Source: an optimization exercise on an open RTL-to-GDS flow (aim: small area). Production flows keep margins and buffers that such runs may drop. Where RTL was checked, it was by simulation tests only, not by an equivalence proof against the original. Power figures rest on the tool's default switching activity, not on a simulated workload. The flow treats the clock pin as an ideal source, which a real chip does not have.

== alpha ==
==> module imem_array, before the edit <==
module imem_array (
   input  logic        clk,
   input  logic [2:0]  c3,          
   input  logic [4:0]  c5,          
   input  logic [3:0]  t,           
   input  logic [1:0]  u,           
   input  logic        q15,         
   input  logic        q16,         
   input  logic [3:0]  lane_got,    
   input  logic [15:0] p_we,        
   input  logic [7:0]  wbyte,
   input  logic [5:0]  ridx,        
   input  logic [15:0] lq,          
   input  logic        rd_en,       
   output logic [31:0] rdata   
);
   logic [7:0]   p    [16];
   logic [119:0] ring [16];
   logic         t_lo, t_hi;
   assign t_lo = (t == 4'd0);
   assign t_hi = (t == 4'd14);
   logic [2:0]  m3, p3;
   logic [4:0]  m5, p5;
   logic [14:0] posq;
   logic [3:0]  cls;
   logic [3:0]  latest;   
   logic [63:0] sn;      
   always_comb begin
      m3 = '0;
      m5 = '0;
      for (int v = 0; v < 16; v++) begin
         if (ridx[5:2] == 4'(v)) begin
            m3[v % 3] = 1'b1;
            m5[v % 5] = 1'b1;
         end
      end
      for (int i = 0; i < 3; i++) begin
         p3[i] = 1'b0;
         for (int k = 0; k < 3; k++) p3[i] = p3[i] | (m3[k] & c3[(i - k + 3) % 3]);
      end
      for (int i = 0; i < 5; i++) begin
         p5[i] = 1'b0;
         for (int k = 0; k < 5; k++) p5[i] = p5[i] | (m5[k] & c5[(i - k + 5) % 5]);
      end
      for (int q = 0; q < 15; q++)
         posq[q] = p3[q % 3] & p5[q % 5];
      for (int k = 0; k < 4; k++) begin
         cls[k]    = (ridx[1:0] == 2'(k));
         latest[k] = (ridx[5:2] == lq[4*k +: 4]);
      end
      for (int k = 0; k < 64; k++) begin
         if (k % 16 == 15) sn[k] = ~(cls[k / 16] & latest[k / 16]);
         else              sn[k] = ~(cls[k / 16] & posq[k % 16] & ~latest[k / 16]);
      end
   end
   genvar j, r;
   generate
      for (j = 0; j < 4; j++) begin : g_lane
         for (r = 0; r < 4; r++) begin : g_cls
            localparam int K = j * 4 + r;
            logic older;   
            logic wr;
            assign older = lane_got[j] ? (u < 2'(r)) : (u <= 2'(r));   
            assign wr    = (older ? t_lo : t_hi) & ~(q16 | (q15 & ~older));
            always_ff @(posedge clk) begin
               if (p_we[K]) p[K] <= wbyte;
               ring[K] <= {ring[K][111:0], wr ? p[K] : ring[K][119:112]};
            end
         end
         for (genvar b = 0; b < 8; b++) begin : g_bit
            logic [63:0] d;
            for (genvar k = 0; k < 64; k++) begin : g_d
               if (k % 16 == 15) assign d[k] = p[j*4 + k/16][b];
               else              assign d[k] = ring[j*4 + k/16][8*(k%16) + b];
            end
            if ((8*j + b) == 0 || (8*j + b) == 1 || (8*j + b) == 4) begin : g_one
               imem_rd_bit #(.EN(1'b0)) u_rd (.sn(sn), .d(d), .en(rd_en), .y(rdata[8*j + b]));
            end else begin : g_zero
               imem_rd_bit #(.EN(1'b1)) u_rd (.sn(sn), .d(d), .en(rd_en), .y(rdata[8*j + b]));
            end
         end
      end
   endgenerate
endmodule
Settings: LEC_CHECK=0, CAP_MARGIN=20, CORE_MARGIN=2, CORE_UTILIZATION=80, SLEW_MARGIN=20, SYNTH_HIERARCHICAL=1, SYNTH_MINIMUM_KEEP_SIZE=0; clock period 8.0 ns.
standard.sh (not shown) runs the stock make flow with config.mk's settings and CLKGATE_MAP_FILE= SYNTH_SCRIPT=/design/flow/synth_recipe.tcl, a recipe that flattens the netlist after the stock synthesis.
==> flow/flow/run.sh <==
#!/bin/bash
# Own layout flow: the standard ORFS flow (standard.sh) with a few options
# changed through make variables. Each tool's full log stays under orfs/logs/;
# make's own output goes to standard.log here.
set -uo pipefail
cd "$(dirname "$0")/.."
F=$(pwd)/flow
bash standard.sh \
  POST_SYNTH_TCL=$F/downsize_nor.tcl \
  BUFFER_PORTS_ARGS="-buffer_cell sky130_fd_sc_hd__buf_1" \
  CTS_ARGS="-sink_clustering_enable -repair_clock_nets -dont_use_dummy_load -sink_clustering_size 30 -sink_clustering_max_diameter 100 -buf_list sky130_fd_sc_hd__clkbuf_16" \
  finish > standard.log 2>&1
==> flow/flow/downsize_nor.tcl <==
# Synthesis gives the read tree's 4- and 3-input NORs double drive strength;
# start them at the smallest size and let the repair steps size up where needed.
set ndown 0
foreach inst [[ord::get_db_block] getInsts] {
  set m [[$inst getMaster] getName]
  if {[regexp {^(sky130_fd_sc_hd__nor[34])_2$} $m -> base]} {
    replace_cell [$inst getName] ${base}_1
    incr ndown
  }
}
puts "downsize_nor.tcl: $ndown cells downsized"
What beta does differently from alpha at the input level:
--- a/flow/design.v
+++ b/flow/design.v
@@ -25,13 +25,12 @@
    assign t_hi = (t == 4'd14);
    logic [2:0]  m3, p3;
    logic [4:0]  m5, p5;
    logic [14:0] posq;
    logic [3:0]  cls;
    logic [3:0]  latest;   
-   logic [63:0] sn;      
    always_comb begin
       m3 = '0;
       m5 = '0;
       for (int v = 0; v < 16; v++) begin
          if (ridx[5:2] == 4'(v)) begin
             m3[v % 3] = 1'b1;
@@ -49,29 +48,31 @@
       for (int q = 0; q < 15; q++)
          posq[q] = p3[q % 3] & p5[q % 5];
       for (int k = 0; k < 4; k++) begin
          cls[k]    = (ridx[1:0] == 2'(k));
          latest[k] = (ridx[5:2] == lq[4*k +: 4]);
       end
-      for (int k = 0; k < 64; k++) begin
-         if (k % 16 == 15) sn[k] = ~(cls[k / 16] & latest[k / 16]);
-         else              sn[k] = ~(cls[k / 16] & posq[k % 16] & ~latest[k / 16]);
-      end
    end
    genvar j, r;
    generate
       for (j = 0; j < 4; j++) begin : g_lane
+         logic [63:0] sn;
+         imem_rd_sel u_sel (.cls(cls), .posq(posq), .latest(latest), .sn(sn));
          for (r = 0; r < 4; r++) begin : g_cls
             localparam int K = j * 4 + r;
             logic older;   
             logic wr;
             assign older = lane_got[j] ? (u < 2'(r)) : (u <= 2'(r));   
             assign wr    = (older ? t_lo : t_hi) & ~(q16 | (q15 & ~older));
+            logic [7:0] ring_in;   
+            for (genvar b = 0; b < 8; b++) begin : g_wr
+               imem_a22o u_wr (.a1(wr), .a2(p[K][b]), .b1(~wr), .b2(ring[K][112 + b]), .y(ring_in[b]));
+            end
             always_ff @(posedge clk) begin
                if (p_we[K]) p[K] <= wbyte;
-               ring[K] <= {ring[K][111:0], wr ? p[K] : ring[K][119:112]};
+               ring[K] <= {ring[K][111:0], ring_in};
             end
          end
          for (genvar b = 0; b < 8; b++) begin : g_bit
             logic [63:0] d;
             for (genvar k = 0; k < 64; k++) begin : g_d
                if (k % 16 == 15) assign d[k] = p[j*4 + k/16][b];
@@ -108,12 +109,35 @@
    end
    if (EN) begin : g_en
       imem_nor3 u (.a(l3[0]), .b(l3[1]), .c(~en), .y(y));
    end else begin : g_one
       imem_o21ai u (.a1(l3[0]), .a2(l3[1]), .b1(en), .y(y));
    end
+endmodule
+module imem_rd_sel (
+   input  logic [3:0]  cls,
+   input  logic [14:0] posq,
+   input  logic [3:0]  latest,
+   output logic [63:0] sn
+);
+   for (genvar k = 0; k < 64; k++) begin : g_sn
+      if (k % 16 == 15) begin : g_p
+         imem_nand2 u (.a(cls[k / 16]), .b(latest[k / 16]), .y(sn[k]));
+      end else begin : g_ring
+         imem_nand3 u (.a(cls[k / 16]), .b(posq[k % 16]), .c(~latest[k / 16]), .y(sn[k]));
+      end
+   end
+endmodule
+module imem_nand2 (input logic a, b, output logic y);
+   assign y = ~(a & b);
+endmodule
+module imem_nand3 (input logic a, b, c, output logic y);
+   assign y = ~(a & b & c);
+endmodule
+module imem_a22o (input logic a1, a2, b1, b2, output logic y);
+   assign y = (a1 & a2) | (b1 & b2);
 endmodule
 module imem_o22ai (input logic a1, a2, b1, b2, output logic y);
    assign y = ~((a1 | a2) & (b1 | b2));
 endmodule
 module imem_nor4 (input logic a, b, c, d, output logic y);
    assign y = ~(a | b | c | d);
==> comparison <==
beta finished every stage and its layout cleared the timing, DRC and antenna checks. Summary — portion of total power attributed to combinational logic, beta relative to alpha: higher, by 7.1 points. [compare] base=alpha new=beta: largest net degree at the start of global routing higher, share of the clock period used by the worst path up 0.51 points, routed length per placed instance went down 5.9%, number of ordinary and repair buffers in the finished layout saw a decrease, critical path depth has decreased. beta against alpha; total power draw is up by more than 10%. The worst setup path endpoint comes out Instr[20] in one run and Instr[28] in the other, namely in beta and alpha respectively.
The RTL of alpha was laid out without a check of its function.

---

== run a ==
Another version of the RTL of imem_loader (not shown whole).
Size: about 4,100 cells after synthesis, roughly 86 I/O pins, roughly 57,000 um^2 of cells after synthesis.
==> module imem_array, before the edit <==
module imem_array (
   input  logic        clk,
   input  logic [2:0]  c3,          
   input  logic [4:0]  c5,          
   input  logic [3:0]  t,           
   input  logic [1:0]  u,           
   input  logic        q15,         
   input  logic        q16,         
   input  logic [3:0]  lane_got,    
   input  logic [15:0] p_we,        
   input  logic [7:0]  wbyte,
   input  logic [5:0]  ridx,        
   input  logic [15:0] lq,          
   input  logic        rd_en,       
   output logic [31:0] rdata   
);
   logic [7:0]   p    [16];
   logic [119:0] ring [16];
   logic         t_lo, t_hi;
   assign t_lo = (t == 4'd0);
   assign t_hi = (t == 4'd14);
   logic [2:0]  m3, p3;
   logic [4:0]  m5, p5;
   logic [14:0] posq;
   logic [3:0]  cls;
   logic [3:0]  latest;   
   logic [63:0] sn;      
   always_comb begin
      m3 = '0;
      m5 = '0;
      for (int v = 0; v < 16; v++) begin
         if (ridx[5:2] == 4'(v)) begin
            m3[v % 3] = 1'b1;
            m5[v % 5] = 1'b1;
         end
      end
      for (int i = 0; i < 3; i++) begin
         p3[i] = 1'b0;
         for (int k = 0; k < 3; k++) p3[i] = p3[i] | (m3[k] & c3[(i - k + 3) % 3]);
      end
      for (int i = 0; i < 5; i++) begin
         p5[i] = 1'b0;
         for (int k = 0; k < 5; k++) p5[i] = p5[i] | (m5[k] & c5[(i - k + 5) % 5]);
      end
      for (int q = 0; q < 15; q++)
         posq[q] = p3[q % 3] & p5[q % 5];
      for (int k = 0; k < 4; k++) begin
         cls[k]    = (ridx[1:0] == 2'(k));
         latest[k] = (ridx[5:2] == lq[4*k +: 4]);
      end
      for (int k = 0; k < 64; k++) begin
         if (k % 16 == 15) sn[k] = ~(cls[k / 16] & latest[k / 16]);
         else              sn[k] = ~(cls[k / 16] & posq[k % 16] & ~latest[k / 16]);
      end
   end
   genvar j, r;
   generate
      for (j = 0; j < 4; j++) begin : g_lane
         for (r = 0; r < 4; r++) begin : g_cls
            localparam int K = j * 4 + r;
            logic older;   
            logic wr;
            assign older = lane_got[j] ? (u < 2'(r)) : (u <= 2'(r));   
            assign wr    = (older ? t_lo : t_hi) & ~(q16 | (q15 & ~older));
            logic [7:0] ring_in;   
            for (genvar b = 0; b < 8; b++) begin : g_wr
               imem_a22o u_wr (.a1(wr), .a2(p[K][b]), .b1(~wr), .b2(ring[K][112 + b]), .y(ring_in[b]));
            end
            always_ff @(posedge clk) begin
               if (p_we[K]) p[K] <= wbyte;
               ring[K] <= {ring[K][111:0], ring_in};
            end
         end
         for (genvar b = 0; b < 8; b++) begin : g_bit
            logic [63:0] d;
            for (genvar k = 0; k < 64; k++) begin : g_d
               if (k % 16 == 15) assign d[k] = p[j*4 + k/16][b];
               else              assign d[k] = ring[j*4 + k/16][8*(k%16) + b];
            end
            if ((8*j + b) == 0 || (8*j + b) == 1 || (8*j + b) == 4) begin : g_one
               imem_rd_bit #(.EN(1'b0)) u_rd (.sn(sn), .d(d), .en(rd_en), .y(rdata[8*j + b]));
            end else begin : g_zero
               imem_rd_bit #(.EN(1'b1)) u_rd (.sn(sn), .d(d), .en(rd_en), .y(rdata[8*j + b]));
            end
         end
      end
   endgenerate
endmodule
==> module imem_a22o, before the edit <==
module imem_a22o (input logic a1, a2, b1, b2, output logic y);
   assign y = (a1 & a2) | (b1 & b2);
endmodule
==> flow/config.mk <==
export PLATFORM = sky130hd
export DESIGN_NAME = imem_loader
export DESIGN_NICKNAME = imem_loader
export VERILOG_FILES = /design/flow/design.v
export SDC_FILE = /design/flow/constraint.sdc
export NUM_CORES = 4
export LEC_CHECK = 0
export CAP_MARGIN = 20
export CORE_MARGIN = 2
export CORE_UTILIZATION = 70
export SLEW_MARGIN = 20
export SYNTH_HIERARCHICAL = 1
export SYNTH_MINIMUM_KEEP_SIZE = 0
==> flow/constraint.sdc <==
create_clock -name core_clock -period 8.0 [get_ports {clk}]
set_input_delay 1.6000 -clock core_clock [delete_from_list [all_inputs] [get_ports {clk}]]
set_output_delay 1.6000 -clock core_clock [all_outputs]
set_load 0.01 [all_outputs]
==> flow/flow/run.sh <==
#!/bin/bash
# Own layout flow: the standard ORFS flow (standard.sh) with a few options
# changed through make variables. Each tool's full log stays under orfs/logs/;
# make's own output goes to standard.log here.
set -uo pipefail
cd "$(dirname "$0")/.."
F=$(pwd)/flow
bash standard.sh \
  POST_SYNTH_TCL=$F/downsize_nor.tcl \
  BUFFER_PORTS_ARGS="-buffer_cell sky130_fd_sc_hd__buf_1" \
  CTS_ARGS="-sink_clustering_enable -repair_clock_nets -dont_use_dummy_load -sink_clustering_size 25 -sink_clustering_max_diameter 100 -buf_list sky130_fd_sc_hd__clkbuf_16" \
  finish > standard.log 2>&1
Scripts as last shown in full above: flow/flow/downsize_nor.tcl
For run b, these inputs were changed with respect to run a:
--- a/flow/design.v
+++ b/flow/design.v
@@ -66,13 +66,9 @@
             logic wr;
             assign older = lane_got[j] ? (u < 2'(r)) : (u <= 2'(r));   
             assign wr    = (older ? t_lo : t_hi) & ~(q16 | (q15 & ~older));
-            logic [7:0] ring_in;   
-            for (genvar b = 0; b < 8; b++) begin : g_wr
-               imem_a22o u_wr (.a1(wr), .a2(p[K][b]), .b1(~wr), .b2(ring[K][112 + b]), .y(ring_in[b]));
-            end
             always_ff @(posedge clk) begin
                if (p_we[K]) p[K] <= wbyte;
-               ring[K] <= {ring[K][111:0], ring_in};
+               ring[K] <= {ring[K][111:0], wr ? p[K] : ring[K][119:112]};
             end
          end
          for (genvar b = 0; b < 8; b++) begin : g_bit
@@ -115,9 +111,6 @@
    end else begin : g_one
       imem_o21ai u (.a1(l3[0]), .a2(l3[1]), .b1(en), .y(y));
    end
-endmodule
-module imem_a22o (input logic a1, a2, b1, b2, output logic y);
-   assign y = (a1 & a2) | (b1 & b2);
 endmodule
 module imem_o22ai (input logic a1, a2, b1, b2, output logic y);
    assign y = ~((a1 | a2) & (b1 | b2));
Notes after the runs:
- Compared with run a, in run b clock-cell share of area essentially unchanged, cell area increased 400 um^2, leakage component of the power increased 0.12 nW, final worst-path cycle share essentially unchanged, met3 global-route usage decreased 0.89 points.
- Run b gives less number of buffers and inverters on the critical path than run a did.
Function was not checked in any run of this note: the RTL went through the layout flow alone.

## static timing again, ports no longer ideal
The flow's constraints put no driver on any port. The routed layouts listed below were extracted and timed again, unchanged, in two steps.
Step 1 (the two cells are an assumption about what drives the block):
set clk [get_ports {clk}]
set_driving_cell -lib_cell sky130_fd_sc_hd__clkbuf_16 $clk
set_driving_cell -lib_cell sky130_fd_sc_hd__buf_2 [delete_from_list [all_inputs] $clk]
Step 2 adds t to the input delays and takes it off the output delays; t is the mean of the earliest and latest rising clock arrival at the registers after step 1. Input paths then give back, and output paths get back, about the clock's delay inside the block.
Slacks: ideal / step 1 / step 2; pairs: ideal / step 1.
run	t (ns)	setup WS [ns]	worst setup path at the end
alpha	0.724	0.208 / 0.182 / 0.182	input to output
beta	0.717	0.168 / 0.141 / 0.141	input to output
run a	0.724	0.256 / 0.234 / 0.234	input to output
run b	0.728	0.249 / 0.225 / 0.225	input to output
After both steps every run listed still meets setup and hold. For beta, which loses most, drivers alone change the setup slack by -0.027 ns; drivers and shift together by -0.027 ns.
